This design comes from an exercise in tuning for small area, a short achievable clock period and few clock cycles per item on the open sky130 flow, not from production work.
At most, simulation tests tie the RTL to the original design; equivalence was not proved.
Power is estimated from default activity; no workload was simulated.

Design alu_exec_top, start of the top module:
module alu_exec_top
(
    input  logic                clk,
    input  logic                arst_n,
    input  logic                in_valid,
    input  alu_pkg::alu_op_e             in_op,
    input  logic [data_w-1:0]   in_a,
    input  logic [data_w-1:0]   in_b,
    input  logic [shamt_w-1:0]  in_shamt,
    input  logic [shamt_w-1:0]  in_rd,
    output logic                in_credit,
    output logic                out_valid,
    output logic [data_w-1:0]   out_result,
    output logic                out_zero,
    output logic                out_great,
    output logic                out_overflow,
    input  logic                out_credit
);
Size in the first run: roughly 38 flip-flops, about 120 I/O pins, ~11000 um2 of cells after synthesis.
==> module alu_arith_unit, before the edit <==
module alu_arith_unit
(
    input  logic                subtract,
    input  logic [data_w-1:0]   a,
    input  logic [data_w-1:0]   b,
    output logic [data_w-1:0]   sum,
    output logic                sum_ovf,
    output logic                lt_signed,
    output logic                lt_unsigned,
    output logic                great,
    output logic [data_w-1:0]   prop,
    output logic [data_w-1:0]   gen
);
    logic [data_w-1:0]   b_eff;
    logic [data_w:0]     full;
    assign b_eff   = subtract ? ~b : b;
    assign full    = {1'b0, a} + {1'b0, b_eff} + {{data_w{1'b0}}, subtract};
    assign sum     = full[data_w-1:0];
    assign prop    = a ^ b_eff;
    assign gen     = a & b_eff;
    assign sum_ovf = (a[data_w-1] == b_eff[data_w-1]) &&
                     (full[data_w-1] != a[data_w-1]);
    assign lt_signed   = full[data_w-1] ^ sum_ovf;
    assign lt_unsigned = ~full[data_w];
    assign great       = $signed(a) > $signed(b);
endmodule
clock: 7.0 ns
lec_check: 0
abc_area: 1
cap_margin: 20
core_margin: 2
core_utilization: 45
setup_slack_margin: 3.5
slew_margin: 20
run.sh (not shown) runs the stock make flow with config.mk's settings and CLKGATE_MAP_FILE= SYNTH_SCRIPT=/design/flow/synth_recipe.tcl, a recipe that flattens the netlist after the stock synthesis.
The starting point went through all stages and came out clean.
Rerun with:
--- a/flow/design.v
+++ b/flow/design.v
@@ -91,20 +91,37 @@
     output logic                great,
     output logic [data_w-1:0]   prop,
     output logic [data_w-1:0]   gen
 );
-    logic [data_w-1:0]   b_eff;
-    logic [data_w:0]     full;
-    assign b_eff   = subtract ? ~b : b;
-    assign full    = {1'b0, a} + {1'b0, b_eff} + {{data_w{1'b0}}, subtract};
-    assign sum     = full[data_w-1:0];
-    assign prop    = a ^ b_eff;
-    assign gen     = a & b_eff;
-    assign sum_ovf = (a[data_w-1] == b_eff[data_w-1]) &&
-                     (full[data_w-1] != a[data_w-1]);
-    assign lt_signed   = full[data_w-1] ^ sum_ovf;
-    assign lt_unsigned = ~full[data_w];
-    assign great       = $signed(a) > $signed(b);
+    logic [data_w-1:0] b_eff, p, g;
+    logic [data_w:0] c;    
+    assign b_eff = b ^ {data_w{subtract}};
+    assign p = a ^ b_eff;
+    assign g = a & b_eff;
+    assign prop = p;
+    assign gen = g;
+    logic [data_w-1:0] G [6];
+    logic [data_w-1:0] P [6];
+    assign G[0] = {g[data_w-1:1], g[0] | (p[0] & subtract)};
+    assign P[0] = p;
+    for (genvar l = 0; l < 5; l++) begin : g_l
+        for (genvar i = 0; i < data_w; i++) begin : g_i
+            if ((i >> l) & 1) begin : g_c
+                localparam int j = ((i >> l) << l) - 1;
+                assign G[l+1][i] = G[l][i] | (P[l][i] & G[l][j]);
+                assign P[l+1][i] = P[l][i] & P[l][j];
+            end else begin : g_p
+                assign G[l+1][i] = G[l][i];
+                assign P[l+1][i] = P[l][i];
+            end
+        end
+    end
+    assign c = {G[5], subtract};
+    assign sum = p ^ c[data_w-1:0];
+    assign sum_ovf = c[data_w] ^ c[data_w-1];
+    assign lt_signed   = sum[data_w-1] ^ sum_ovf;
+    assign lt_unsigned = ~c[data_w];
+    assign great = $signed(a) > $signed(b);
 endmodule
 `timescale 1ns/1ps
 import alu_pkg::*;
 module alu_core
What happened: The changed run completed without violations; register-to-register slack is better by 0.03 ns; power is lower by 14%; via count went down by 8.3%; cell count decreases by about 8%; wire length drops by about 9%; clock-buffer cell count stays the same; area after synthesis goes down by 5.0%; critical path depth falls by 2; clock skew stays flat; cell area fell by 11%; combinational power came out lower by about 16%.
Testbench counts after the change, summed over its fixed seeds: cycles 9,608, items 9,600.
For the first run of this note, only the layout was checked, not whether the RTL still works.

re-timing with driven ports:
In the flow no input, the clock included, has a driving cell. The finished layouts below were timed again as built, in two steps. Step 1 sets driving cells, clkbuf_16 on the clock port and buf_2 on the other inputs (assumed; they add their load-dependent delay and slew). Step 2 moves the port delays by t, midway between the first and last clock arrival at a register: inputs arrive t later, outputs are due t later. That takes back most of the time a late clock gives input paths. Slacks: no drivers / after step 1 / after step 2; pairs: no drivers / after step 1.
| run | shift t [ns] | setup WS [ns] | worst hold slack (ns) |
|---|---|---|---|
| the first run | 0.312 | 3.023 / 3.002 / 2.690 | 0.501 / 0.501 / 0.501 |
| the second run | 0.350 | 2.948 / 2.965 / 2.615 | 0.504 / 0.504 / 0.504 |
After both steps every run listed still meets setup and hold.
